This design comes from an exercise in tuning for small area, a short achievable clock period and few clock cycles per item on the open sky130 flow, not from production work.
RTL that was checked went through simulation tests only; none was proved equivalent to the original.
Power and IR drop assume default switching activity.

==> onyx: inputs <==
Design rational_arith_reduce_top, start of the top module:
module rational_arith_reduce_top #(
  parameter int OPERAND_BITS = 31
) (
  input  logic        clk,
  input  logic        rst,
  input  logic        req_valid,
  output logic        req_ready,
  input  logic [2:0]  req_kind,
  input  logic [30:0] req_num_a,
  input  logic [30:0] req_den_a,
  input  logic [30:0] req_num_b,
  input  logic [30:0] req_den_b,
  output logic        res_valid,
  input  logic        res_ready,
  output logic        res_divide_by_zero,
  output logic        res_negative,
  output logic [61:0] res_whole_part,
  output logic [61:0] res_frac_numerator,
  output logic [61:0] res_frac_denominator
);
make LEC_CHECK=0 CAP_MARGIN=20 CORE_MARGIN=2 CORE_UTILIZATION=30 PLACE_DENSITY=0.45 SETUP_SLACK_MARGIN=5 SLEW_MARGIN=20 finish   # period 11.0 ns
run.sh (not shown) runs the stock make flow with config.mk's settings and CLKGATE_MAP_FILE= SYNTH_SCRIPT=/design/flow/synth_recipe.tcl, a recipe that flattens the netlist after the stock synthesis.
==> sierra: changes against onyx <==
--- a/flow/design.v
+++ b/flow/design.v
@@ -151,22 +151,24 @@
   endfunction
   logic [2:0] bd_load, bd_step;
   assign bd_load = booth({mplier[1:0], 1'b0});
   assign bd_step = booth(my[3:1]);
   logic do_load;
-  assign do_load   = ((mst[M_IDLE] || (mst[M_DONE] && take)) && req_valid) ||
-                     (mst[M_RUN] && mul_done && !cur_last);
-  assign req_ready = mst[M_RUN] && mul_done && !cur_last && p_last;
+  logic last_load;
+  assign do_load   = mst[M_IDLE] || (mst[M_RUN] && mul_done && !cur_last);
+  assign last_load = (prod == 2'd1) || !m_addsub;    
+  assign req_ready = mst[M_RUN] && mul_done && !cur_last && last_load;
   logic [AW-1:0] m_b, m_sum;
   assign m_b   = b_zero ? '0 : (b_two ? {mx, 1'b0} : {mx[PW-1], mx});
   assign m_sum = macc + (m_b ^ {AW{b_sub}}) + AW'(b_sub);
   always_ff @(posedge clk) begin
     if (rst) begin
       mst <= MS'(1) << M_IDLE;
     end else begin
       mst <= '0;
-      if (do_load)                             mst[M_RUN]  <= 1'b1;
+      if (mst[M_IDLE])                         mst[req_valid ? M_RUN : M_IDLE] <= 1'b1;
+      else if (do_load)                        mst[M_RUN]  <= 1'b1;
       else if (mst[M_RUN] && mul_done)         mst[M_DONE] <= 1'b1;
       else if (mst[M_RUN])                     mst[M_RUN]  <= 1'b1;
       else if (mst[M_DONE] && !take)           mst[M_DONE] <= 1'b1;
       else                                     mst[M_IDLE] <= 1'b1;
     end
@@ -233,38 +235,46 @@
   assign take = mst[M_DONE] && (st[S_IDLE] || (st[S_OUT] && res_ready));
   logic n_neg;
   logic w0_neg;      
   assign n_neg  = is_addsub & ra[AW-1];
   assign w0_neg = st[S_W0] ? sb_ra : n_neg;
-  logic gl_ustrip, gl_vstrip, gl_step, gl_plus;
+  logic gl_ustrip, gl_vswap, gl_step, gl_plus;
   assign gl_ustrip = !ra[0];
-  assign gl_vstrip = ra[0] && !rv[0];
+  assign gl_vswap  = ra[0] && !rv[0];
   assign gl_step   = ra[0] && rv[0];
   assign gl_plus   = gl_step && (ra[1] ^ rv[1]);    
-  logic sa_ra, sa_rw, sa_rb, sb_ra, s_sub;
+  always_comb begin
+    if (gl_ustrip)     gl_keep_odd = !ctz_big && rv[0];
+    else if (gl_vswap) gl_keep_odd = 1'b0;
+    else if (gl_plus)  gl_keep_odd = !ctz_big;
+    else               gl_keep_odd = gl_neg || !ctz_big;
+  end
+  logic sa_ra, sa_w2, sa_rw, sa_rb, sb_ra, sb_rb, sb_rv, s_sub;
+  logic sb_gl;          
+  logic s_long;         
+  logic gl_keep_odd;    
   logic [AW-1:0] add_a, add_b, add_bx, sum;
   logic          add_sub;
   logic [PW-1:0] w2_a;         
   assign w2_a = {rw[PW-2:0], wb};
   always_comb begin
-    add_a = ({AW{sa_ra | (st[S_GL] & !gl_vstrip)}} & ra)
-          | ({AW{st[S_W2]}}                        & {1'b0, w2_a})
+    add_a = ({AW{sa_ra}}                           & ra)
+          | ({AW{sa_w2}}                           & {1'b0, w2_a})
           | ({AW{sa_rw}}                           & {1'b0, rw})
-          | ({AW{sa_rb}}                           & {1'b0, rb})
-          | ({AW{st[S_GL] & gl_vstrip}}            & {1'b0, rv});
+          | ({AW{sa_rb}}                           & {1'b0, rb});
     add_b = ({AW{sb_ra}}                           & ra)
-          | ({AW{st[S_W2]}}                        & {1'b0, rb})
-          | ({AW{(st[S_GL] & gl_step) | (st[S_E1] & rw[0]) | (st[S_E2] & rb[0])}} & {1'b0, rv});
-    add_sub = s_sub | (st[S_GL] & !gl_plus);
+          | ({AW{sb_rb}}                           & {1'b0, rb})
+          | ({AW{sb_rv}}                           & {1'b0, rv});
+    add_sub = s_sub ^ (sb_gl & (ra[1] ^ rv[1]));
   end
   assign add_bx = add_b ^ {AW{add_sub}};
   assign sum    = add_a + add_bx + AW'(add_sub);
   logic [PW-1:0] dx_raw, dx;
   logic [5:0]    ctz;
   logic          dx_zero;
   logic          sel_plus;
-  assign sel_plus = st[S_GL] & gl_plus;
+  assign sel_plus = sb_gl & (ra[1] ^ rv[1]);
   assign dx_raw   = add_a[PW-1:0] ^ add_b[PW-1:0];
   assign dx_zero  = (dx_raw == '0);
   assign dx       = sel_plus ? {~dx_raw[PW-1:1], 1'b0} : dx_raw;
   rar_ctz #(.WIDTH(PW), .CW(6)) u_ctz (.x(dx), .count(ctz));
   logic [SHL-1:0] ctz_c;
@@ -282,21 +292,21 @@
   logic [5:0]     w_first;      
   logic [5:0]     long_amt;
   logic           long_more;    
   assign gl_neg   = sum[AW-1];
   assign sh_in    = sum[PW-1:0];
-  assign sh_fill  = st[S_GL] & gl_neg;
-  assign w_first  = w_len_r + 6'd1;
+  assign sh_fill  = sb_gl & gl_neg;
+  assign w_first  = w_len_r;
   always_comb begin
     long_amt = tt;
     if (st[S_W0])              long_amt = w_first;
     if (st[S_ES1] | st[S_ES2]) long_amt = kk;
   end
   assign long_more = long_amt > 6'(SHMAX);
   always_comb begin
     sh_amt = ctz_c;
-    if (st[S_W0] | st[S_W1] | st[S_ES1] | st[S_ES2] | st[S_ES1C] | st[S_ES2C])
+    if (s_long)
       sh_amt = long_more ? SHL'(SHMAX) : long_amt[SHL-1:0];
   end
   assign sh_raw = PW'({{PW{sh_fill}}, sh_in} >> sh_amt);
   assign sh_out = sh_raw ^ {PW{sh_fill}};
   logic [PW-1:0] tdec;
@@ -373,19 +383,31 @@
       st        <= NS'(1) << S_IDLE;
       sa_ra     <= 1'b0;
       sa_rw     <= 1'b0;
       sa_rb     <= 1'b0;
       sb_ra     <= 1'b0;
+      sb_rv     <= 1'b0;
+      sb_gl     <= 1'b0;
+      sa_w2     <= 1'b0;
+      sb_rb     <= 1'b0;
+      s_long    <= 1'b0;
       s_sub     <= 1'b0;
       res_valid <= 1'b0;
     end else begin
       st <= nx;
-      sa_ra <= (nx[S_W0] & !w0_neg) | nx[S_ES1C];
+      sa_ra <= (nx[S_W0] & !w0_neg) | nx[S_ES1C] | nx[S_GL];
+      sb_gl <= nx[S_GL] & (st[S_G1] ? (!ctz_big & rv[0]) : (st[S_GL] & gl_keep_odd));
+      sb_rv <= (nx[S_GL] & (st[S_G1] ? (!ctz_big & rv[0]) : (st[S_GL] & gl_keep_odd)))
+             | (nx[S_E1] & (st[S_GL] ? rw[0] : (st[S_E1] & !ctz_big)))
+             | (nx[S_E2] & (st[S_E1] ? rb[0] : (st[S_E2] & !ctz_big)));
+      sa_w2  <= nx[S_W2];
+      sb_rb  <= nx[S_W2];
+      s_long <= nx[S_W0] | nx[S_W1] | nx[S_ES1] | nx[S_ES2] | nx[S_ES1C] | nx[S_ES2C];
       sa_rw <= nx[S_G1] | nx[S_E1] | nx[S_ES1] | nx[S_W1] | nx[S_ES2C];
       sa_rb <= nx[S_CHK] | nx[S_E2] | nx[S_ES2];
       sb_ra <= nx[S_W0] & w0_neg;
-      s_sub <= (nx[S_W0] & w0_neg) | nx[S_W2] | nx[S_E1] | nx[S_E2];
+      s_sub <= (nx[S_W0] & w0_neg) | nx[S_W2] | nx[S_E1] | nx[S_E2] | nx[S_GL];
       res_valid <= (st[S_OUT] && !res_ready) ||
                    (st[S_CHK] && (rb_zero || ra_zero)) ||
                    (st[S_G1] && rw_zero) ||
                    (st[S_E2] && rb[0] && dx_zero) ||
                    ((st[S_ES2] | st[S_ES2C]) && !long_more);
@@ -417,19 +439,20 @@
       end
     end
     if (st[S_W0]) begin
       ra  <= sum;
       cnt <= w_len_r;
-      wb  <= sum[w_len_r];
       ru  <= '0;
       tt  <= w_first - 6'(SHMAX);
-      if (w_zero_r) rw <= sum[PW-1:0];
-      else          rw <= sh_out;
+      if (w_zero_r)       rw <= sum[PW-1:0];
+      else if (long_more) rw <= sh_out;
+      else                {rw, wb} <= {1'b0, sh_out};
     end
     if (st[S_W1]) begin
-      rw <= sh_out;
       tt <= tt - 6'(SHMAX);
+      if (long_more) rw <= sh_out;
+      else           {rw, wb} <= {1'b0, sh_out};
     end
     if (st[S_W2]) begin
       rw  <= sum[AW-1] ? w2_a : sum[PW-1:0];
       ru  <= {ru[PW-2:0], !sum[AW-1]};
       cnt <= cnt - 6'd1;
@@ -445,12 +468,13 @@
       end
     end
     if (st[S_GL]) begin
       if (gl_ustrip) begin
         ra <= {1'b0, sh_out};
-      end else if (gl_vstrip) begin
-        rv <= sh_out;
+      end else if (gl_vswap) begin
+        ra <= {1'b0, rv};
+        rv <= ra[PW-1:0];
       end else if (dx_zero) begin
         ra <= '0;
         tt <= 6'd0 - kk;
       end else if (gl_plus) begin
         if (u_longer) ra <= {1'b0, sh_out};
--- a/flow/config.mk
+++ b/flow/config.mk
@@ -5,9 +5,8 @@
 export SDC_FILE = /design/flow/constraint.sdc
 export NUM_CORES = 4
 export LEC_CHECK = 0
 export CAP_MARGIN = 20
 export CORE_MARGIN = 2
-export CORE_UTILIZATION = 30
-export PLACE_DENSITY = 0.45
+export CORE_UTILIZATION = 40
 export SETUP_SLACK_MARGIN = 5
 export SLEW_MARGIN = 20
==> comparison <==
Against sierra, the power of onyx is larger by about 27%. Between onyx and sierra, the lower routed wire length is in sierra (gap about 12%, measured against sierra). Between sierra and onyx, the lower maximum frequency is in sierra (gap about 0.44%, measured against onyx). Against sierra, the area after synthesis of onyx is smaller by about 3.7%. Against sierra, the clock-buffer cell count of onyx is lower by 2. Between sierra and onyx, the lower non-clock buffer count is in sierra (gap 60). Between onyx and sierra, the lower sequential power is in sierra (gap 11%, measured against sierra). In onyx the worst setup slack is better than in sierra, by 27 ps. Between sierra and onyx, the lower sequential share of layout area is in onyx (gap 0.28 points). In sierra the sequential cell count is higher than in onyx, by 3.
Testbench counts of sierra, summed over its fixed seeds: cycles 13,591, items 384.
For onyx, only the layout was checked, not whether the RTL still works.

## static timing again, ports no longer ideal
In the flow no input, the clock included, has a driving cell. The finished layouts below were timed again as built, in two steps. Step 1 assumes that a clkbuf_16 drives the clock port and a buf_2 every other input. Step 2, shift: input delay + t, output delay - t, t = (earliest + latest rising clock arrival at the registers) / 2. This alone moves slack from input paths to output paths. Slacks: ideal ports / drivers / drivers and shift; pairs: ideal ports / drivers.
| run | t (ns) | setup slack, ns | worst hold slack (ns) | clock arrival spread, ns |
|---|---|---|---|---|
| onyx | 0.817 | 4.902 / 4.902 / 4.497 | 0.422 / 0.422 / 0.422 | 0.055 / 0.055 |
| sierra | 0.794 | 4.875 / 4.875 / 4.803 | 0.417 / 0.417 / 0.417 | 0.036 / 0.036 |
After both steps every run listed still meets setup and hold. The setup slack of onyx, which loses most, moves by 0.000 ns with the drivers and by -0.405 ns with both steps.
